Source: an optimization exercise on an open RTL-to-GDS flow (aim: small area, a short achievable clock period and few clock cycles per item). Production flows keep margins and buffers that such runs may drop.
Function was checked by simulation only, so behaviour that the tests miss may differ from the original.
No activity file was given, so power comes from the tool's default toggle rates.

## flow/design.v (module list and top-level ports; edited modules follow where they fit)
// module msp_front: 17 lines
// module msp_fa: 10 lines
// module msp_ha: 9 lines
// module msp_mul_t: 1735 lines
// module msp_mul_i: 625 lines
// module motor_speed_pid: 189 lines
module motor_speed_pid (
  input  logic                                  clk,
  input  logic                                  rst_n,
  input  logic                                  in_valid,
  output logic                                  in_stall,
  input  logic signed [msp_pkg::SPEED_BITS-1:0] in_speed_command,
  input  logic [msp_pkg::SPEED_BITS-1:0]        in_measured_speed,
  input  logic                                  in_restart,
  output logic                                  out_valid,
  input  logic                                  out_stall,
  output logic                                  out_direction,
  output logic [msp_pkg::DUTY_W-1:0]            out_duty,
  input  logic                                  psel,
  input  logic                                  penable,
  input  logic                                  pwrite,
  input  logic [3:0]                            paddr,
  input  logic [31:0]                           pwdata,
  output logic [31:0]                           prdata,
  output logic                                  pready
);
  // ...
==> flow/flow/run.sh <==
#!/bin/bash
# Layout: the standard flow (standard.sh, unchanged synthesis and steps), with plain
# sky130_fd_sc_hd__buf_2 cells as the input and output port buffers in place of the cell
# buffer_ports picks by default. Every port still gets its own buffer.
set -euo pipefail
export BUFFER_PORTS_ARGS="-buffer_cell sky130_fd_sc_hd__buf_2"
bash standard.sh > standard_flow.log 2>&1
==> flow/standard.sh <==
#!/bin/bash
# synth_recipe.tcl (not shown) runs the flow's synth.tcl, then flattens the netlist and writes it again
# the make line also repeats each setting of config.mk as NAME=value (left out here)
make -C /OpenROAD-flow-scripts/flow DESIGN_CONFIG=/design/flow/config.mk WORK_HOME=/design/flow/orfs CLKGATE_MAP_FILE= SYNTH_SCRIPT=/design/flow/synth_recipe.tcl "${@:-finish}"
==> flow/config.mk <==
export PLATFORM = sky130hd
export DESIGN_NAME = motor_speed_pid
export DESIGN_NICKNAME = motor_speed_pid
export VERILOG_FILES = /design/flow/design.v
export SDC_FILE = /design/flow/constraint.sdc
export NUM_CORES = 4
export LEC_CHECK = 0
export ABC_AREA = 1
export CAP_MARGIN = 20
export CORE_MARGIN = 2
export CORE_UTILIZATION = 60
export CTS_BUF_LIST = sky130_fd_sc_hd__clkbuf_8
export SETUP_SLACK_MARGIN = 4.5
export SLEW_MARGIN = 20
export TNS_END_PERCENT = 0
==> flow/constraint.sdc <==
create_clock -name core_clock -period 9.0 [get_ports {clk}]
set_input_delay 1.8000 -clock core_clock [delete_from_list [all_inputs] [get_ports {clk}]]
set_output_delay 1.8000 -clock core_clock [all_outputs]
set_load 0.01 [all_outputs]
==> flow_results.org, run 1 <==
** Cells and area
- Multi-input gate share of total cell area :: around two thirds
- Cell kind with the greatest summed area :: multi-input gates
- Count of clock-net buffers in the final layout :: between 40 and 50
- Most common library cell in the layout ignoring fill and taps :: sky130_fd_sc_hd__inv_1
- At the end of the flow the core is filled with cells to approximately 66%.
- Area taken by multi-input logic gates :: 20600 um^2

** GRT
- Global route total overflow :: 0

** Yosys
- The synthesized netlist devotes roughly a quarter of its cell area to adder and majority cells.
- After synthesis, the largest family of logic cells by area is adder cells.
- Top FF cell, synth :: sky130_fd_sc_hd__edfxtp_1

** Run
- Across the run, the number of max-cap violations was 0.

** STA
- Across all hold checks on the routed design, the worst slack comes to between 0.4 and 0.5 ns.
- After routing, the total negative slack on setup checks comes to 0 ns.

** Floorplan
- N_taps :: about 620

** Worst hold path
- In this run the most critical hold path is launched from dir1_r.

** Pwr
- Summing internal, switching and leakage power gives 6.81 mW.
- Relative contribution of combinational cells to total power :: between 60% and 70%

** Worst setup path
- Worst flop-to-flop path startpoint :: kd_r[9]
- Cell breakdown of the critical path :: buf_8 -> nor2_4 -> clkinvlp_4 -> buf_6 -> o221ai_4 -> buf_6 -> buf_16 -> buf_6

** Drt
- For this block, wires on met1 add up to 35700 um.
- For this block, the routed nets add up to slightly above 90000 um of wire.
- WL per Instance :: ~22 um

** Placement
- The congestion estimate from routability-driven global placement came to roughly 1.0.

** Clock tree
- Clock transition at path regs :: about 0.050 ns

** Run status
- Outcome :: timing/DRC/antenna clean
Testbench counts, summed over its fixed seeds: cycles 16,024, items 16,000.
==> run 2: changes to the inputs <==
--- a/flow/config.mk
+++ b/flow/config.mk
@@ -8,8 +8,10 @@
 export ABC_AREA = 1
 export CAP_MARGIN = 20
 export CORE_MARGIN = 2
-export CORE_UTILIZATION = 60
+export CORE_UTILIZATION = 70
 export CTS_BUF_LIST = sky130_fd_sc_hd__clkbuf_8
+export CTS_CLUSTER_DIAMETER = 60
+export CTS_CLUSTER_SIZE = 15
 export SETUP_SLACK_MARGIN = 4.5
 export SLEW_MARGIN = 20
 export TNS_END_PERCENT = 0
==> flow_results.org, run 2 <==
** Run status
- Outcome :: timing/DRC/antenna clean (unchanged)

** Yosys
- Seq cells post-synth :: 218 (unchanged)
- Mapped cell area :: 28800 um^2 (unchanged)
- Top area cells in the synthesized netlist :: sky130_fd_sc_hd__fa_1 (19%), sky130_fd_sc_hd__edfxtp_1 (14%), sky130_fd_sc_hd__xor2_1 (14%), sky130_fd_sc_hd__o22ai_1 (7.2%), sky130_fd_sc_hd__ha_1 (7.0%) (unchanged)
- The top-area cell type share of the netlist area came to 19.4% (unchanged).
- Mean area per synthesized cell :: 8.13 um^2 (unchanged)
- Number of instances in the synthesized netlist :: 3536 (unchanged)
- Cell types with the highest counts after synthesis :: sky130_fd_sc_hd__inv_1 (533), sky130_fd_sc_hd__xor2_1 (448), sky130_fd_sc_hd__nand2_1 (447), sky130_fd_sc_hd__o22ai_1 (331), sky130_fd_sc_hd__fa_1 (279) (unchanged)
- Top FF cell, synth :: sky130_fd_sc_hd__edfxtp_1 (unchanged)
- Number of enable-type register cells in the synthesized netlist :: 135 (unchanged)
- The number of different library cells in the post-synthesis netlist came to 55 (unchanged).
- Yosys Warn Count :: 2 (unchanged)
- Async SR Flop Fraction :: 0% (unchanged)
- The post-synthesis net count came to 4053 (unchanged).
- Biggest area consumer among synthesized cells :: sky130_fd_sc_hd__fa_1 (unchanged)
- Sequential fraction of the synthesis area :: 19.9% (unchanged)
- Most used standard cell by instance count after synthesis :: sky130_fd_sc_hd__inv_1 (unchanged)

** Worst setup path
- The data required time of the critical path came to 7.20 ns (about the same).
- Number of buffers and inverters on the critical path :: 5 (was 6)
- The largest stage delay on the critical path came to 0.25 ns (was 0.18 ns).
- The critical path class was input pin to output pin (unchanged).
- Cell breakdown of the critical path: buf_6 -> nor2_4 -> clkinvlp_4 -> buf_12 -> buf_4 -> o221ai_2 -> buf_2 (was buf_8 -> nor2_4 -> clkinvlp_4 -> buf_6 -> o221ai_4 -> buf_6 -> buf_16 -> buf_6).
- Data arrival, critical path :: 2.91 ns (about the same)
- Maximum fanout along the worst path :: 7 (was 8)
- Startpoint types :: input pin (unchanged)
- The nature of the critical path endpoint is an output pin (unchanged).
- Family with the most delay on the worst path :: buffers and inverters (unchanged)
- CP max stage cell :: sky130_fd_sc_hd__o221ai_2 (was sky130_fd_sc_hd__o221ai_4)

** Clock tree
- The number of sinks handled by clock tree synthesis was 218 (unchanged).
- The clock latency reported for the late side of the worst-skew pair was 0.65 ns (about the same).
- The clock tree from TritonCTS was built (unchanged).
- The clock-pin slew on the worst setup and hold paths was 0.09 ns (was 0.05 ns).
- The number of buffers inserted by hold repair at cts was 0 (unchanged).
- The number of buffers added by the clock tree synthesis step came to 25 (was 42).
- Clock tree root driver cell :: sky130_fd_sc_hd__clkbuf_8 (unchanged)
- H-Tree Level Count :: 1 (was 2)
- The maximum clock path buffer count is 3 (unchanged).

** Drt
- The routed wire length per instance is 22.4 um (was 21.8 um).
- Router iterations before antenna repair :: 10 (was 8)
- Total Wirelength :: 92500 um (was 92200 um)
- The count of antenna-violating nets left after detailed routing was 0 (unchanged).
- DRC violation count after routing :: 0 (unchanged)
- Post-detailed-route via-to-cell ratio :: 6.50 (was 6.15)
- The via count of the routed design came to 26874 (was 26082).
- Number of DRC markers after the initial detailed-route iteration :: 3481 (was 2763)

** Floorplan
- The vertical die dimension is 207 um (was 223 um).
- Starting density of the core :: 70.7% (was 60.5%)
- Die area :: 42700 um^2 (was 49700 um^2)
- The count of pins on the block boundary came to 120 (unchanged).
- The core area is 40600 um^2 (was 47500 um^2).
- The site row count was 74 (was 80).
- Die Wd :: 207 um (was 223 um)

** Pwr
- Part of the total power dissipated in the clock network :: 11.5% (was 14.1%)
- The reported leakage power was 14.5 nW (was 14.6 nW).
- The internal cell power was 3.20 mW (was 3.36 mW).
- The net switching share of the total power is 51.7% (was 50.6%).
- Relative contribution of combinational cells to total power :: 64.8% (was 63.0%)
- The highest ir drop seen on vdd is 0.000168 V (was 0.000143 V).
- The power density over the cells was 212 nW/um^2 (was 216 nW/um^2).
- The sequential share of power was 23.7% (was 22.9%).
- The net switching power came to 3.42 mW (was 3.44 mW).

** GRT
- The maximum number of pins on one net before global-route repair came to 82 (was 62).
- Global route total overflow :: 0 (unchanged)
- GRT Total Usage :: 43.0% (was 37.0%)
- Number of antenna violations at the first check in global routing :: 4 (was 6)
- The number of global-route vias before repair came to 26136 (was 25813).
- Wire length of the first global-routing pass :: 141000 um (was 142000 um)

** Cells and area
- The final standard cell area without fillers is 31200 um^2 (was 31600 um^2).
- Final core area utilization :: 76.7% (was 66.5%)
- The net count reported at finish was 4097 (was 4106).
- Fraction of layout cells with a size suffix above 1 :: 12.1% (was 12.5%)
- The most common library cell in the layout ignoring fill and taps is sky130_fd_sc_hd__inv_1 (unchanged).
- Filler cell count in the final layout :: 2830 (was 3992)
- The number of non-filler instances in the completed layout is 4134 (was 4239).
- Biggest regs :: ta2_r: 33 flops, tb2_r: 33 flops (unchanged)
- Area added between synthesis and finish :: 8.39% (was 9.89%)
- Most used cells in the layout excluding fill and tap cells :: sky130_fd_sc_hd__inv_1 (525), sky130_fd_sc_hd__xor2_1 (447), sky130_fd_sc_hd__nand2_1 (426), sky130_fd_sc_hd__o22ai_1 (327), sky130_fd_sc_hd__fa_1 (277) (was sky130_fd_sc_hd__inv_1 (532), sky130_fd_sc_hd__xor2_1 (447), sky130_fd_sc_hd__nand2_1 (429), sky130_fd_sc_hd__o22ai_1 (322), sky130_fd_sc_hd__fa_1 (277))

** STA
- The timing-limited maximum frequency was 0.212 GHz (about the same).
- Normalized max-slew margin :: 28.6% (was 31.5%)
- The final cycle utilization of the critical path is 52.3% (about the same).
- The minimum clock period is 4.71 ns (about the same).
- Slew at the pin closest to its max-slew limit :: 1.07 ns (was 1.02 ns)
- Final Max Slew Viols :: 0 (unchanged)
- Total negative setup slack :: 0 ns (unchanged)
- The number of setup violations in the final report was 0 (unchanged).
- Final count of hold timing violations :: 0 (unchanged)
- Max Clock Skew :: 0.0291 ns (was 0.0590 ns)
- Setup repair after global routing missed its margin :: yes (unchanged)

** Placement
- The final weighted congestion in routability-driven placement is 1.01 (was 1.04).
- The final HPWL from detailed placement is 66200 um (was 67800 um).
- The count of input and output buffers was 100 (unchanged).
- # placed instances :: 4004 (was 4086)
- Post-place instance area :: 29300 um^2 (was 29400 um^2)

** Worst hold path
- The type of the most critical hold path is register to register (unchanged).

** Run
- The max-cap check violation count was 0 (unchanged).
## run 2: cell families (layout without fill, tap and decap cells)
group           Yosys count  in the layout  synth area share, %
compound gates          781            781                 15.9
xor+xnor                485            485                 14.8
fa+ha+maj               441            441                 26.5
buf+inv                 757            818                 10.2
flops                   218            218                 19.9
mux                       4              4                0.139
other cells               1              5               0.0130
simple gates            849            850                 12.6
## run 2: worst register-to-register path, stage by stage (launching register included)
cell,delay [ns]
sky130_fd_sc_hd__dfxtp_2,0.45
sky130_fd_sc_hd__inv_2,0.49
sky130_fd_sc_hd__nand2_1,0.12
sky130_fd_sc_hd__o21ai_1,0.10
sky130_fd_sc_hd__buf_4,0.30
sky130_fd_sc_hd__o22ai_1,0.16
sky130_fd_sc_hd__xor2_1,0.21
sky130_fd_sc_hd__fa_1,0.52
sky130_fd_sc_hd__fa_1,0.56
sky130_fd_sc_hd__inv_1,0.05
sky130_fd_sc_hd__fa_1,0.37
sky130_fd_sc_hd__inv_1,0.09
sky130_fd_sc_hd__fa_1,0.41
sky130_fd_sc_hd__inv_1,0.08
sky130_fd_sc_hd__fa_1,0.49
## run 2: metal layers
metal	routed length (um)	vias up	global-route usage (%)
met1	32000	12454	51.9
met4	7000	6	26.4
met2	40900	2061	68.2
met3	12400	594	12.0
li1	-	11759	-
met5	237	-	3.80
## run 2: worst paths after layout
kind | startpoint | endpoint | slack [ns] | cells after the start
max | paddr[2] | prdata[1] | 4.29 | 7
min | dir1_r | dir2_r | 0.42 | 0
max reg2reg | kd_r[7] | tb2_r[21] | 4.32 | 14
min reg2reg | dir1_r | dir2_r | 0.42 | 0
## run 2: power by group through the flow
stage	sequential (mW)	clock [mW]	combinational, mW
after floorplan	1.50	0	2.90
after global placement	1.57	0	3.86
after detailed placement	1.57	0	4.00
after CTS	1.56	0.762	4.06
after global routing	1.58	0.800	4.69
final	1.57	0.762	4.28
## run 2: repair_timing
action	4_1_cts	5_1_grt
resized for setup	139	59
endpoints found under the setup margin	95	81
gates cloned	6	3
buffers inserted	42	30
pin swaps	7	3
## run 2: layout make-up
cell class	count	area (um^2)	share of cell area (%)
flip-flops and latches	218	5790	18.6
diodes	4	10.0	0.0321
inverters	569	2250	7.22
well taps	532	666	2.14
clock inverters	19	198	0.634
multi-input cells	2562	20500	65.7
repair inverters	7	40.0	0.128
repair buffers	197	1370	4.41
clock buffers	26	358	1.15
## run 2: through the flow
stage	setup WS (ns)	power [mW]	hold slack (ns)
after floorplan	4.18	4.40	0.400
after global placement	3.24	5.42	0.404
after detailed placement	3.04	5.57	0.405
after CTS	4.37	6.39	0.426
after global routing	4.20	7.07	0.439
final	4.29	6.61	0.424
==> module motor_speed_pid, before the edit <==
module motor_speed_pid (
  input  logic                                  clk,
  input  logic                                  rst_n,
  input  logic                                  in_valid,
  output logic                                  in_stall,
  input  logic signed [msp_pkg::SPEED_BITS-1:0] in_speed_command,
  input  logic [msp_pkg::SPEED_BITS-1:0]        in_measured_speed,
  input  logic                                  in_restart,
  output logic                                  out_valid,
  input  logic                                  out_stall,
  output logic                                  out_direction,
  output logic [msp_pkg::DUTY_W-1:0]            out_duty,
  input  logic                                  psel,
  input  logic                                  penable,
  input  logic                                  pwrite,
  input  logic [3:0]                            paddr,
  input  logic [31:0]                           pwdata,
  output logic [31:0]                           prdata,
  output logic                                  pready
);
  logic [15:0] kp_r, ki_r, kd_r;
  logic        cfg_wr;
  logic        cfg_clear;
  logic [1:0]  cfg_idx;
  logic [15:0] rd_gain;
  assign pready    = 1'b1;
  assign cfg_wr    = psel && penable && pwrite;
  assign cfg_idx   = paddr[3:2];
  assign cfg_clear = cfg_wr && (cfg_idx != 2'd3);
  always_ff @(posedge clk) begin
    if (!rst_n) begin
      kp_r <= '0;
      ki_r <= '0;
      kd_r <= '0;
    end else if (cfg_wr) begin
      case (cfg_idx)
        2'd0:    kp_r <= pwdata[15:0];
        2'd1:    ki_r <= pwdata[15:0];
        2'd2:    kd_r <= pwdata[15:0];
        default: ;
      endcase
    end
  end
  always_comb begin
    case (cfg_idx)
      2'd0:    rd_gain = kp_r;
      2'd1:    rd_gain = ki_r;
      2'd2:    rd_gain = kd_r;
      default: rd_gain = '0;
    endcase
    prdata = {{16{rd_gain[15]}}, rd_gain};
  end
  logic hold;        
  logic take;        
  logic v1_r, v2_r, v3_r;
  assign hold     = v3_r && out_stall;
  assign in_stall = hold;
  assign take     = in_valid && !hold;
  always_ff @(posedge clk) begin
    if (!rst_n) begin
      v1_r <= 1'b0;
      v2_r <= 1'b0;
      v3_r <= 1'b0;
    end else if (!hold) begin
      v1_r <= take;
      v2_r <= v1_r;
      v3_r <= v2_r;
    end
  end
  logic [15:0] prev_speed_r;
  logic [16:0] err_in, nds_in;
  logic [16:0] err1_r, nds1_r;
  logic        dir1_r, rs1_r;
  msp_front u_front (
    .speed_command  (in_speed_command),
    .measured_speed (in_measured_speed),
    .prev_speed     (prev_speed_r),
    .error          (err_in),
    .nspeed_change  (nds_in)
  );
  always_ff @(posedge clk) begin
    if (!rst_n || cfg_clear) begin
      prev_speed_r <= '0;
    end else if (take) begin
      prev_speed_r <= in_restart ? '0 : in_measured_speed;
    end
  end
  always_ff @(posedge clk) begin
    if (!hold) begin
      err1_r <= err_in;
      nds1_r <= nds_in;
      dir1_r <= ~in_speed_command[15];
      rs1_r  <= in_restart;
    end
  end
  logic [33:0] t_a, t_b;
  logic [16:0] i_lo;
  logic [2:0]  i_p17;
  logic        i_big, i_sgn;
  logic [33:0] ta2_r, tb2_r;
  logic [16:0] pl2_r;
  logic [2:0]  p17_2_r;
  logic        big2_r, sgn2_r;
  logic        dir2_r, rs2_r;
  msp_mul_t u_mul_t (
    .e  (err1_r),
    .nd (nds1_r),
    .kp (kp_r),
    .kd (kd_r),
    .ta (t_a),
    .tb (t_b)
  );
  msp_mul_i u_mul_i (
    .e  (err1_r),
    .ki  (ki_r),
    .pl  (i_lo),
    .pt  (i_p17),
    .big (i_big),
    .sgn (i_sgn)
  );
  always_ff @(posedge clk) begin
    if (!hold) begin
      ta2_r  <= t_a;
      tb2_r  <= t_b;
      pl2_r  <= i_lo;
      p17_2_r <= i_p17;
      big2_r <= i_big;
      sgn2_r <= i_sgn;
      dir2_r <= dir1_r;
      rs2_r  <= rs1_r;
    end
  end
  logic [15:0] integ_r;
  logic        fits;
  logic [17:0] isum;
  logic        lo_cl, hi_cl;
  logic [15:0] integ_nxt;
  logic [33:0] t_sum;
  logic [16:0] acc_lo;
  logic        hi_neg, hi_m1, hi_zero;
  logic        acc_neg, acc_big;
  logic [7:0]  duty_nxt;
  logic        dir3_r;
  logic [7:0]  duty3_r;
  always_comb begin
    fits  = !big2_r && ((^p17_2_r) == sgn2_r) && (pl2_r[16] == sgn2_r);
    isum  = {2'b00, integ_r} + {pl2_r[16], pl2_r[16:0]};
    lo_cl = fits ? isum[17] : sgn2_r;
    hi_cl = fits ? (!isum[17] && (isum[16] || (isum[15:8] == 8'hff && isum[7:0] != '0)))
                 : !sgn2_r;
    if (lo_cl) begin
      integ_nxt = '0;
    end else if (hi_cl) begin
      integ_nxt = msp_pkg::SUM_MAX;
    end else begin
      integ_nxt = isum[15:0];
    end
    t_sum   = ta2_r + tb2_r;
    hi_neg  = t_sum[33];
    hi_m1   = (t_sum[33:16] == '1);
    hi_zero = (t_sum[33:16] == '0);
    acc_lo  = {1'b0, t_sum[15:0]} + {1'b0, integ_nxt};
    acc_neg = hi_neg && !(hi_m1 && acc_lo[16]);
    acc_big = (!hi_neg && !hi_zero) || (hi_zero && acc_lo[16]);
    if (acc_neg) begin
      duty_nxt = '0;
    end else if (acc_big) begin
      duty_nxt = 8'hff;
    end else begin
      duty_nxt = acc_lo[15:8];
    end
  end
  always_ff @(posedge clk) begin
    if (!rst_n || cfg_clear) begin
      integ_r <= '0;
    end else if (v2_r && !hold) begin
      integ_r <= rs2_r ? '0 : integ_nxt;
    end
  end
  always_ff @(posedge clk) begin
    if (!hold) begin
      dir3_r  <= rs2_r ? 1'b1 : dir2_r;
      duty3_r <= rs2_r ? 8'd0 : duty_nxt;
    end
  end
  assign out_valid     = v3_r;
  assign out_direction = dir3_r;
  assign out_duty      = duty3_r;
endmodule
==> run 3: changes to the inputs <==
--- a/flow/design.v
+++ b/flow/design.v
@@ -2460,21 +2460,21 @@
     endcase
     prdata = {{16{rd_gain[15]}}, rd_gain};
   end
-  logic hold;        
-  logic take;        
-  logic v1_r, v2_r, v3_r;
-  assign hold     = v3_r && out_stall;
-  assign in_stall = hold;
-  assign take     = in_valid && !hold;
+  logic       take;        
+  logic       xfer;        
+  logic       v1_r, v2_r;
+  logic [1:0] count_r;
+  assign in_stall = (count_r == 2'd3) && !xfer;
+  assign take     = in_valid && !in_stall;
   always_ff @(posedge clk) begin
     if (!rst_n) begin
-      v1_r <= 1'b0;
-      v2_r <= 1'b0;
-      v3_r <= 1'b0;
-    end else if (!hold) begin
-      v1_r <= take;
-      v2_r <= v1_r;
-      v3_r <= v2_r;
+      v1_r    <= 1'b0;
+      v2_r    <= 1'b0;
+      count_r <= '0;
+    end else begin
+      v1_r    <= take;
+      v2_r    <= v1_r;
+      count_r <= count_r + 2'(take) - 2'(xfer);
     end
   end
   logic [15:0] prev_speed_r;
@@ -2496,7 +2496,7 @@
     end
   end
   always_ff @(posedge clk) begin
-    if (!hold) begin
+    begin
       err1_r <= err_in;
       nds1_r <= nds_in;
       dir1_r <= ~in_speed_command[15];
@@ -2529,7 +2529,7 @@
     .sgn (i_sgn)
   );
   always_ff @(posedge clk) begin
-    if (!hold) begin
+    begin
       ta2_r  <= t_a;
       tb2_r  <= t_b;
       pl2_r  <= i_lo;
@@ -2550,8 +2550,6 @@
   logic        hi_neg, hi_m1, hi_zero;
   logic        acc_neg, acc_big;
   logic [7:0]  duty_nxt;
-  logic        dir3_r;
-  logic [7:0]  duty3_r;
   always_comb begin
     fits  = !big2_r && ((^p17_2_r) == sgn2_r) && (pl2_r[16] == sgn2_r);
     isum  = {2'b00, integ_r} + {pl2_r[16], pl2_r[16:0]};
@@ -2583,17 +2581,40 @@
   always_ff @(posedge clk) begin
     if (!rst_n || cfg_clear) begin
       integ_r <= '0;
-    end else if (v2_r && !hold) begin
+    end else if (v2_r) begin
       integ_r <= rs2_r ? '0 : integ_nxt;
     end
   end
+  logic       res_dir;
+  logic [7:0] res_duty;
+  logic [2:0] q_v_r;
+  logic       q_dir_r [3];
+  logic [7:0] q_duty_r [3];
+  logic [2:0] left;        
+  assign res_dir  = rs2_r ? 1'b1 : dir2_r;
+  assign res_duty = rs2_r ? 8'd0 : duty_nxt;
+  assign xfer     = q_v_r[0] && !out_stall;
+  assign left     = xfer ? {1'b0, q_v_r[2:1]} : q_v_r;
   always_ff @(posedge clk) begin
-    if (!hold) begin
-      dir3_r  <= rs2_r ? 1'b1 : dir2_r;
-      duty3_r <= rs2_r ? 8'd0 : duty_nxt;
+    if (!rst_n) begin
+      q_v_r <= '0;
+    end else begin
+      q_v_r <= left | ({3{v2_r}} & ~left & {left[1:0], 1'b1});
+    end
+  end
+  always_ff @(posedge clk) begin
+    for (int i = 0; i < 2; i++) begin
+      if (xfer || !q_v_r[i]) begin
+        q_dir_r[i]  <= (xfer && q_v_r[i+1]) ? q_dir_r[i+1] : res_dir;
+        q_duty_r[i] <= (xfer && q_v_r[i+1]) ? q_duty_r[i+1] : res_duty;
+      end
+    end
+    if (xfer || !q_v_r[2]) begin
+      q_dir_r[2]  <= res_dir;
+      q_duty_r[2] <= res_duty;
     end
   end
-  assign out_valid     = v3_r;
-  assign out_direction = dir3_r;
-  assign out_duty      = duty3_r;
+  assign out_valid     = q_v_r[0];
+  assign out_direction = q_dir_r[0];
+  assign out_duty      = q_duty_r[0];
 endmodule
==> flow_results.org, run 3 <==
** Clock tree
- Number of clock sinks :: 240 (was 218)
- The clock-pin slew on the worst setup and hold paths was 0.10 ns (was 0.09 ns).
- The clock latency reported for the late side of the worst-skew pair is 0.65 ns (about the same).
- CTS tree :: built (unchanged)
- H-Tree Level Count :: 1 (unchanged)
- Number of buffers created by CTS :: 25 (unchanged)
- Clk buf depth :: 3 (unchanged)
- The root buffer cell was sky130_fd_sc_hd__clkbuf_8 (unchanged).

** Yosys
- Cell types with the highest counts after synthesis: sky130_fd_sc_hd__inv_1 (538), sky130_fd_sc_hd__nand2_1 (526), sky130_fd_sc_hd__xor2_1 (432), sky130_fd_sc_hd__o22ai_1 (331), sky130_fd_sc_hd__fa_1 (279) (was sky130_fd_sc_hd__inv_1 (533), sky130_fd_sc_hd__xor2_1 (448), sky130_fd_sc_hd__nand2_1 (447), sky130_fd_sc_hd__o22ai_1 (331), sky130_fd_sc_hd__fa_1 (279)).
- Top area cells in the synthesized netlist :: sky130_fd_sc_hd__fa_1 (20%), sky130_fd_sc_hd__dfxtp_1 (15%), sky130_fd_sc_hd__xor2_1 (13%), sky130_fd_sc_hd__o22ai_1 (7.3%), sky130_fd_sc_hd__ha_1 (7.3%) (was sky130_fd_sc_hd__fa_1 (19%), sky130_fd_sc_hd__edfxtp_1 (14%), sky130_fd_sc_hd__xor2_1 (14%), sky130_fd_sc_hd__o22ai_1 (7.2%), sky130_fd_sc_hd__ha_1 (7.0%))
- Yosys Warn Count :: 4 (was 2)
- Proportion of netlist area held by the largest area contributor :: 19.8% (was 19.4%)
- The count of flip-flops with a built-in enable after synthesis is 27 (was 135).
- The number of different library cells in the post-synthesis netlist is 58 (was 55).
- Most used standard cell by instance count after synthesis :: sky130_fd_sc_hd__inv_1 (unchanged)
- Number of instances in the synthesized netlist :: 3593 (was 3536)
- The async set-or-reset flop fraction in the synthesized netlist is 0% (unchanged).
- Mean area per synthesized cell :: 7.85 um^2 (was 8.13 um^2)
- The sequential share of the synthesized area was 18.0% (was 19.9%).
- The post-synthesis cell type with the largest combined area is sky130_fd_sc_hd__fa_1 (unchanged).
- Synthesized Nets :: 4112 (was 4053)
- The total standard cell area after synthesis was 28200 um^2 (was 28800 um^2).
- Seq cells post-synth :: 240 (was 218)
- The main flop type after synthesis is sky130_fd_sc_hd__dfxtp_1 (was sky130_fd_sc_hd__edfxtp_1).

** Drt
- The number of DRC violations after detailed-routing iteration 0 is 3663 (was 3481).
- Remaining antenna violation count :: 0 (unchanged)
- Post-detailed-route via-to-cell ratio :: 6.45 (was 6.50)
- Total Wirelength :: 92400 um (was 92500 um)
- The count of unresolved DRC violations after routing came to 0 (unchanged).
- The routed wire length per instance came to 22.1 um (was 22.4 um).
- Router iterations before antenna repair :: 8 (was 10)
- Via count :: 27019 (was 26874)

** Worst setup path
- The source of the critical timing path is kd_r[3] (was paddr[2]).
- The arrival time reported for the critical path endpoint came to 5.15 ns (was 2.91 ns).
- Worst Setup Path Type :: register to register (was input pin to output pin)
- The maximum fanout encountered on the critical timing path is 16 (was 7).
- The gate family responsible for the most delay along the worst path is adder cells (was buffers and inverters).
- The slowest stage cell on the critical path is sky130_fd_sc_hd__fa_1 (was sky130_fd_sc_hd__o221ai_2).
- The count of cell instances traversed by the critical path was 15 (was 7).
- The largest stage delay on the critical path came to 0.58 ns (was 0.25 ns).
- Worst flop-to-flop path startpoint :: kd_r[3] (was kd_r[7])
- Number of buffers and inverters on the critical path :: 4 (was 5)
- Logic depth of the worst register-to-register path :: 15 (was 14)
- Cell breakdown of the critical path: nand2_1 -> nand2_1 -> o21ai_2 -> buf_4 -> o22ai_1 -> xor2_1 -> fa_1 -> fa_1 -> fa_1 -> inv_1 -> fa_1 -> inv_1 -> fa_1 -> inv_1 -> fa_1 (was buf_6 -> nor2_4 -> clkinvlp_4 -> buf_12 -> buf_4 -> o221ai_2 -> buf_2).
- Nature of the critical path endpoint :: register (was output pin)
- The critical path startpoint category was a register (was input pin).
- The data required time of the critical path came to 9.49 ns (was 7.20 ns).
- Most frequent cell on the critical path :: sky130_fd_sc_hd__fa_1

** STA
- Normalized max-slew margin :: 29.8% (was 28.6%)
- Least setup slack across all paths after layout :: 4.34 ns (was 4.29 ns)
- Final count of hold timing violations :: 0 (unchanged)
- Setup Viol. Count Final :: 0 (unchanged)
- Total negative setup slack :: 0 ns (unchanged)
- The minimum clock period was 4.66 ns (was 4.71 ns).
- Setup repair after global routing missed its margin :: yes (unchanged)
- The smallest hold slack came to 0.365 ns (was 0.424 ns).
- Period utilization :: 51.8% (was 52.3%)
- Slew at the pin closest to its max-slew limit :: 1.05 ns (was 1.07 ns)
- The number of max-slew violations in the final report was 0 (unchanged).
- The timing-limited maximum frequency came to 0.215 GHz (was 0.212 GHz).
- Max Clock Skew :: 0.0400 ns (was 0.0291 ns)

** Worst hold path
- The hold-critical path depth is 0 (unchanged).
- The startpoint of the worst hold path is dir1_r (unchanged).
- Worst min-delay path class :: register to register (unchanged)

** Cells and area
- Area added between synthesis and finish :: 9.16% (was 8.39%)
- Biggest regs: ta2_r: 33 flops, tb2_r: 33 flops, q_duty_r: 24 flops (was ta2_r: 33 flops, tb2_r: 33 flops).
- Number of nets in the layout :: 4159 (was 4097)
- Final Cell Area :: 30800 um^2 (was 31200 um^2)
- The number of non-filler instances in the completed layout was 4188 (was 4134).
- Final core area utilization :: 77.5% (was 76.7%)
- Most used cells in the layout excluding fill and tap cells: sky130_fd_sc_hd__inv_1 (526), sky130_fd_sc_hd__nand2_1 (497), sky130_fd_sc_hd__xor2_1 (432), sky130_fd_sc_hd__o22ai_1 (331), sky130_fd_sc_hd__fa_1 (276) (was sky130_fd_sc_hd__inv_1 (525), sky130_fd_sc_hd__xor2_1 (447), sky130_fd_sc_hd__nand2_1 (426), sky130_fd_sc_hd__o22ai_1 (327), sky130_fd_sc_hd__fa_1 (277)).
- Most common library cell in the layout ignoring fill and taps :: sky130_fd_sc_hd__inv_1 (unchanged)
- Fraction of layout cells with a size suffix above 1 :: 11.8% (was 12.1%)

** GRT
- The total overflow reported by the global router came to 0 (unchanged).
- The global router's overall resource usage was 43.1% (was 43.0%).
- Wire length of the first global-routing pass :: 139000 um (was 141000 um)
- Number of antenna violations at the first check in global routing :: 7 (was 4)
- The number of global-route vias before repair was 26633 (was 26136).
- The maximum number of pins on one net before global-route repair is 53 (was 82).

** Pwr
- The total power after layout was 6.41 mW (was 6.61 mW).
- Static Leakage :: 14.3 nW (was 14.5 nW)
- Worst-case vdd ir drop :: 0.000177 V (was 0.000168 V)
- The power density over the cells came to 208 nW/um^2 (was 212 nW/um^2).

** Floorplan
- The die outline area was 41900 um^2 (was 42700 um^2).
- Die H :: 205 um (was 207 um)
- Die Wd :: 205 um (was 207 um)
- Boundary pin count :: 120 (unchanged)
- The core area was 39700 um^2 (was 40600 um^2).
- The starting density of the core was 71.0% (was 70.7%).
- Placement Rows :: 73 (was 74)

** Placement
- The placement-stage cell area came to 28800 um^2 (was 29300 um^2).
- Worst setup slack after placement :: 3.19 ns (was 3.04 ns)
- The cell count after placement came to 4053 (was 4004).
- The final weighted congestion in routability-driven placement is 1.01 (about the same).
- # port buffers :: 100 (unchanged)
- DPL Wire Length :: 66300 um (was 66200 um)

** Run
- The max-cap check violation count was 0 (unchanged).

** Run status
- Outcome: timing/DRC/antenna clean (unchanged).
==> run 3: changes by cell type after synthesis, sizes merged, moves of 7 or more <==
| cell | previous run | this run |
|---|---|---|
| o21bai | 4 | 13 |
| dfxtp | 83 | 213 |
| edfxtp | 135 | 27 |
| clkbuf | 127 | 145 |
| nand2 | 472 | 535 |
| xor2 | 448 | 432 |
| a21oi | 189 | 210 |
| nor2 | 216 | 194 |
| o21ai | 189 | 158 |
| buf | 61 | 46 |
| nand4 | 31 | 21 |
| xnor2 | 37 | 44 |
==> run 3: repair_timing <==
item | in CTS | in global routing
endpoints found under the setup margin | 107 | 88
hold buffers | 0 | 0
resized for setup | 135 | 78
pin swaps | 11 | 11
gates cloned | 5 | 5
buffers inserted | 39 | 36
==> run 3: worst register-to-register path, stage by stage, from the launching register on <==
cell	delay [ns]
sky130_fd_sc_hd__dfxtp_4	0.56
sky130_fd_sc_hd__nand2_1	0.24
sky130_fd_sc_hd__nand2_1	0.15
sky130_fd_sc_hd__o21ai_2	0.07
sky130_fd_sc_hd__buf_4	0.24
sky130_fd_sc_hd__o22ai_1	0.17
sky130_fd_sc_hd__xor2_1	0.12
sky130_fd_sc_hd__fa_1	0.42
sky130_fd_sc_hd__fa_1	0.45
sky130_fd_sc_hd__fa_1	0.58
sky130_fd_sc_hd__inv_1	0.09
sky130_fd_sc_hd__fa_1	0.42
sky130_fd_sc_hd__inv_1	0.09
sky130_fd_sc_hd__fa_1	0.41
sky130_fd_sc_hd__inv_1	0.07
sky130_fd_sc_hd__fa_1	0.42
==> run 3: final timing paths <==
| path | to | slack, ns |
|---|---|---|
| worst max-delay path | tb2_r[21] | 4.34 |
| worst min-delay path | dir2_r | 0.36 |
| worst max register to register | tb2_r[21] | 4.34 |
| worst min register to register | dir2_r | 0.36 |
==> run 3: cell type report <==
| cell class | count | area [um^2] |
|---|---|---|
| diodes | 8 | 20.0 |
| clock buffers | 25 | 344 |
| clock inverters | 17 | 234 |
| fillers | 2845 | 8950 |
| inverters | 568 | 2250 |
| multi-input cells | 2596 | 20700 |
| flip-flops and latches | 240 | 5150 |
| well taps | 525 | 657 |
| repair buffers | 203 | 1420 |
| repair inverters | 6 | 37.5 |
==> run 3: logic make-up after synthesis <==
family / count (synthesis) / share of synthesized area [%]
AOI/OAI and AO/OA: 783 / 16.4
xor gates and xnor gates: 476 / 14.8
adders and majority gates: 443 / 27.1
buffers and inverters: 759 / 10.4
DFF: 240 / 18.0
muxes: 4 / 0.142
other: 1 / 0.0133
and+or+nand+nor: 887 / 13.1
==> run 3: power breakdown <==
group	internal [mW]	switching, mW
Combinational	1.42	2.65
Clock	0.393	0.443
Sequential	1.35	0.149
==> run 3: per-layer routing <==
| layer | vias up | GRT usage (%) | wire (um) |
|---|---|---|---|
| met1 | 12425 | 51.4 | 31900 |
| met3 | 661 | 12.1 | 12500 |
| met4 | 6 | 28.9 | 8140 |
| li1 | 11830 | - | - |
| met5 | - | 2.02 | 140 |
| met2 | 2097 | 67.6 | 39700 |
Testbench counts of run 3, summed over its fixed seeds: cycles 16,024, items 16,000.
==> run 4: changes to the inputs <==
--- a/flow/design.v
+++ b/flow/design.v
@@ -27,25 +27,6 @@
   assign nspeed_change = {1'b0, prev_speed} - {1'b0, measured_speed};
 endmodule
 `timescale 1ns / 1ps
-module msp_fa (
-  input  logic a,
-  input  logic b,
-  input  logic c,
-  output logic s,
-  output logic co
-);
-  assign s  = a ^ b ^ c;
-  assign co = (a & b) | (c & (a ^ b));
-endmodule
-module msp_ha (
-  input  logic a,
-  input  logic b,
-  output logic s,
-  output logic co
-);
-  assign s  = a ^ b;
-  assign co = a & b;
-endmodule
 `timescale 1ns / 1ps
 module msp_mul_t (
   input  logic [16:0] e,
==> flow_results.org, run 4 <==
** Pwr
- Worst-case vdd ir drop :: 0.000186 V (was 0.000177 V)
- The reported leakage power came to 14.3 nW (about the same).
- The total power after layout is 6.26 mW (was 6.41 mW).
- The power density over the cells is 208 nW/um^2 (about the same).

** Floorplan
- Die Wd :: 205 um (about the same)
- Starting density of the core :: 71.0% (about the same)
- Boundary pin count :: 120 (unchanged)
- Die H :: 205 um (about the same)
- The site row count came to 73 (unchanged).
- The core area was 39700 um^2 (unchanged).
- Die area :: 41900 um^2 (about the same)

** STA
- Period utilization :: 52.7% (was 51.8%)
- Final Max Slew Viols :: 0 (unchanged)
- Setup Viol. Count Final :: 0 (unchanged)
- Final count of hold timing violations :: 0 (unchanged)
- Slew at the pin closest to its max-slew limit :: 1.04 ns (was 1.05 ns)
- The minimum clock period came to 4.75 ns (was 4.66 ns).
- Max Clock Skew :: 0.0259 ns (was 0.0400 ns)
- Upper clock frequency limit :: 0.211 GHz (was 0.215 GHz)
- The smallest hold slack was 0.330 ns (was 0.365 ns).
- The max-slew headroom at the worst pin is 30.6% (was 29.8%).
- Total negative setup slack :: 0 ns (unchanged)
- Setup repair after global routing missed its margin: yes (unchanged).

** Placement
- DPL Wire Length :: 66900 um (was 66300 um)
- Gpl congestion :: 1.00 (was 1.01)
- Post-place instance area :: 28800 um^2 (about the same)
- The cell count after placement was 4085 (was 4053).
- The count of input and output buffers is 100 (unchanged).

** Drt
- The post-detailed-routing wire length is 90200 um (was 92400 um).
- The number of DRC violations after detailed-routing iteration 0 is 3560 (was 3663).
- The count of unresolved DRC violations after routing came to 0 (unchanged).
- The routed wire length per instance came to 21.6 um (was 22.1 um).
- The via count of the routed design was 26648 (was 27019).
- Post-detailed-route via-to-cell ratio :: 6.39 (was 6.45)
- The count of antenna-violating nets left after detailed routing is 0 (unchanged).
- Router iterations before antenna repair :: 6 (was 8)

** Cells and area
- Most common library cell in the layout ignoring fill and taps :: sky130_fd_sc_hd__inv_1 (unchanged)
- Area added between synthesis and finish :: 6.55% (was 9.16%)
- The net count reported at finish was 4151 (was 4159).
- The number of non-filler instances in the completed layout is 4172 (was 4188).
- Final Cell Area :: 30100 um^2 (was 30800 um^2)
- The ratio of cells with drive above 1 in the final layout was 9.24% (was 11.8%).
- The filler cell count is 2982 (was 2845).
- Most used cells in the layout excluding fill and tap cells :: sky130_fd_sc_hd__inv_1 (553), sky130_fd_sc_hd__nand2_1 (515), sky130_fd_sc_hd__xor2_1 (433), sky130_fd_sc_hd__o22ai_1 (332), sky130_fd_sc_hd__fa_1 (279) (was sky130_fd_sc_hd__inv_1 (526), sky130_fd_sc_hd__nand2_1 (497), sky130_fd_sc_hd__xor2_1 (432), sky130_fd_sc_hd__o22ai_1 (331), sky130_fd_sc_hd__fa_1 (276))
- Biggest regs: ta2_r: 33 flops, tb2_r: 33 flops, q_duty_r: 24 flops (unchanged).

** Worst hold path
- The hold-critical path depth came to 0 (unchanged).
- The startpoint of the worst hold path is dir1_r (unchanged).
- Worst min-delay path class :: register to register (unchanged)
- Endpoint of the worst hold path :: dir2_r (unchanged)

** Worst setup path
- The largest stage delay on the critical path was 0.78 ns (was 0.58 ns).
- The endpoint of the worst register-to-register path was p17_2_r[0] (was tb2_r[21]).
- CP max stage cell :: sky130_fd_sc_hd__clkinvlp_2 (was sky130_fd_sc_hd__fa_1)
- The source of the critical timing path was err1_r[11] (was kd_r[3]).
- Cell breakdown of the critical path :: clkinvlp_2 -> o22ai_1 -> xor2_1 -> fa_1 -> inv_1 -> fa_1 -> inv_1 -> fa_1 -> inv_1 -> fa_1 -> ha_1 -> a21oi_1 -> o221ai_1 (was nand2_1 -> nand2_1 -> o21ai_2 -> buf_4 -> o22ai_1 -> xor2_1 -> fa_1 -> fa_1 -> fa_1 -> inv_1 -> fa_1 -> inv_1 -> fa_1 -> inv_1 -> fa_1)
- The critical path class is register to register (unchanged).
- Data arrival, critical path :: 5.21 ns (was 5.15 ns)
- The cell type with the highest occurrence count on the critical path is sky130_fd_sc_hd__fa_1 (unchanged).
- Maximum fanout along the worst path :: 12 (was 16)
- The critical path startpoint category was a register (unchanged).
- Nature of the critical path endpoint :: register (unchanged)
- Critical path required time :: 9.46 ns (was 9.49 ns)
- Reg2Reg Setup Slack :: 4.25 ns (was 4.34 ns)
- The length in cells of the worst reg-to-reg path came to 13 (was 15).
- The launching point of the worst reg2reg path is err1_r[11] (was kd_r[3]).

** Yosys
- Number of instances in the synthesized netlist :: 3628 (was 3593)
- The post-synthesis sequential element count was 240 (unchanged).
- The total standard cell area after synthesis is 28200 um^2 (about the same).
- The average instance area after synthesis came to 7.78 um^2 (was 7.85 um^2).
- Synthesized Nets :: 4147 (was 4112)
- Most used standard cell by instance count after synthesis :: sky130_fd_sc_hd__inv_1 (unchanged)
- The post-synthesis cell type with the largest combined area is sky130_fd_sc_hd__fa_1 (unchanged).
- Yosys Warn Count :: 4 (unchanged)
- Number of enable-type register cells in the synthesized netlist :: 27 (unchanged)
- Number of distinct standard cells referenced by the synthesized netlist :: 53 (was 58)
- Top area cells in the synthesized netlist :: sky130_fd_sc_hd__fa_1 (20%), sky130_fd_sc_hd__dfxtp_1 (15%), sky130_fd_sc_hd__xor2_1 (13%), sky130_fd_sc_hd__inv_1 (7.4%), sky130_fd_sc_hd__o22ai_1 (7.4%) (was sky130_fd_sc_hd__fa_1 (20%), sky130_fd_sc_hd__dfxtp_1 (15%), sky130_fd_sc_hd__xor2_1 (13%), sky130_fd_sc_hd__o22ai_1 (7.3%), sky130_fd_sc_hd__ha_1 (7.3%))
- Sequential fraction of the synthesis area :: 18.0% (about the same)
- The async set-or-reset flop fraction in the synthesized netlist came to 0% (unchanged).
- Top FF cell, synth :: sky130_fd_sc_hd__dfxtp_1 (unchanged)
- Cell types with the highest counts after synthesis: sky130_fd_sc_hd__inv_1 (558), sky130_fd_sc_hd__nand2_1 (535), sky130_fd_sc_hd__xor2_1 (434), sky130_fd_sc_hd__o22ai_1 (332), sky130_fd_sc_hd__fa_1 (279) (was sky130_fd_sc_hd__inv_1 (538), sky130_fd_sc_hd__nand2_1 (526), sky130_fd_sc_hd__xor2_1 (432), sky130_fd_sc_hd__o22ai_1 (331), sky130_fd_sc_hd__fa_1 (279)).
- Proportion of netlist area held by the largest area contributor :: 19.8% (about the same)

** Clock tree
- Clk buf depth :: 3 (unchanged)
- The root buffer cell was sky130_fd_sc_hd__clkbuf_8 (unchanged).
- The number of buffers inserted by hold repair at cts came to 0 (unchanged).
- Number of clock sinks :: 240 (unchanged)
- The clock tree from TritonCTS is built (unchanged).
- The clock latency reported for the late side of the worst-skew pair came to 0.62 ns (was 0.65 ns).
- The H-tree depth is 1 (unchanged).
- The number of buffers added by the clock tree synthesis step is 24 (was 25).
- Clock transition at path regs :: 0.11 ns (was 0.10 ns)

** GRT
- The busiest layer in global routing was met2 (unchanged).
- Number of antenna violations at the first check in global routing :: 5 (was 7)
- The global routing usage on met1 was 52.9% (was 51.4%).
- Wire length of the first global-routing pass :: 138000 um (was 139000 um)
- The global router's overall resource usage is 42.6% (was 43.1%).
- Routing usage on met2 :: 67.1% (was 67.6%)
- Global route total overflow :: 0 (unchanged)
- Global-route track usage on met3 :: 10.1% (was 12.1%)
- The maximum number of pins on one net before global-route repair is 53 (unchanged).
- The number of global-route vias before repair is 25936 (was 26633).

** Run status
- Outcome :: timing/DRC/antenna clean (unchanged)

** Run
- Max-capacitance violation count :: 0 (unchanged)
run 4: repair_timing:
action	CTS	global route
pin swaps	6	5
gates resized for setup	72	51
endpoints found under the setup margin	109	94
cloned	1	2
setup buffers	21	22
hold endpoints to repair	0	0
run 4: area by class of cell:
type	count	area (um^2)	share of cell area [%]
diodes	1	2.50	0.00832
clock buffers	27	372	1.24
clock inverters	13	123	0.408
inverters	588	2270	7.54
multi-input cells	2607	20400	68.0
flip-flops and latches	240	5130	17.0
well taps	525	657	2.18
repair buffers	168	1060	3.54
repair inverters	3	15.0	0.0499
run 4: layer usage:
metal	up-vias	part of all wire [%]
met5	-	0.030
met4	4	7.6
met3	519	13
met2	1913	44
met1	12408	36
li1	11804	-
run 4: cell families after synthesis:
family	share of synthesized area, %
AO/OA/AOI/OAI	16.0
XOR/XNOR	14.6
adder cells (fa/ha/maj)	27.1
buffers and inverters	10.7
flip-flops	18.0
multiplexers	0.142
other	0.0133
AND/OR/NAND/NOR	13.5
run 4: where the power goes:
group	leakage, nW	total, mW	switching (mW)	internal (mW)
Sequential	2.08	1.49	0.137	1.35
Combinational	11.9	4.03	2.65	1.38
Clock	0.260	0.745	0.428	0.317
Total	14.3	6.26	3.22	3.04
run 4: worst max path at each step:
| stage | endpoint | slack [ns] |
|---|---|---|
| final | p17_2_r[0] | 4.25 |
| after global routing | tb2_r[16] | 4.21 |
| after CTS | prdata[27] | 4.34 |
| after detailed placement | tb2_r[21] | 3.11 |
| after global placement | tb2_r[21] | 3.19 |
| after floorplan | tb2_r[17] | 4.43 |
run 4: through the flow:
| step | setup slack (ns) | util [%] |
|---|---|---|
| 2_1_floorplan | 4.43 | - |
| 3_3_place_gp | 3.19 | 72.5 |
| 3_5_place_dp | 3.11 | 72.5 |
| 4_1_cts | 4.34 | 74.8 |
| 5_1_grt | 4.21 | 75.7 |
| 6_report | 4.25 | 75.7 |
run 4: worst max-delay path: cells and delay by family (launching register included):
family	cells	cell delay, ns
XOR/XNOR	1	0.12
adder cells (fa/ha/maj)	5	2.19
AO/OA/AOI/OAI	3	0.76
buffers and inverters	4	1.02
flip-flops	1	0.52
Testbench counts of run 4, summed over its fixed seeds: cycles 16,024, items 16,000.

[separate check: timing with driven ports]
No port has a modelled driver above. Below, the same layouts with a new extraction and two added sets of constraints.
Step 1, drivers: a clkbuf_16 drives clk and a buf_2 each remaining input, both assumed.
Step 2 moves the port delays by t, midway between the first and last clock arrival at a register: inputs arrive t later, outputs are due t later. That takes back most of the time a late clock gives input paths.
a / b / c = ideal / step 1 / step 2; a / b = the first two.
run	t (ns)	slack for setup (ns)	worst setup path at the end
run 1	0.686	4.290 / 4.244 / 3.878	input to register
run 2	0.686	4.290 / 4.250 / 3.997	input to register
run 3	0.689	4.339 / 4.339 / 4.168	input to register
run 4	0.663	4.255 / 4.229 / 4.100	input to register
After both steps setup and hold are still met in every run listed. The setup slack of run 1, which loses most, moves by -0.046 ns with the drivers and by -0.412 ns with both steps.
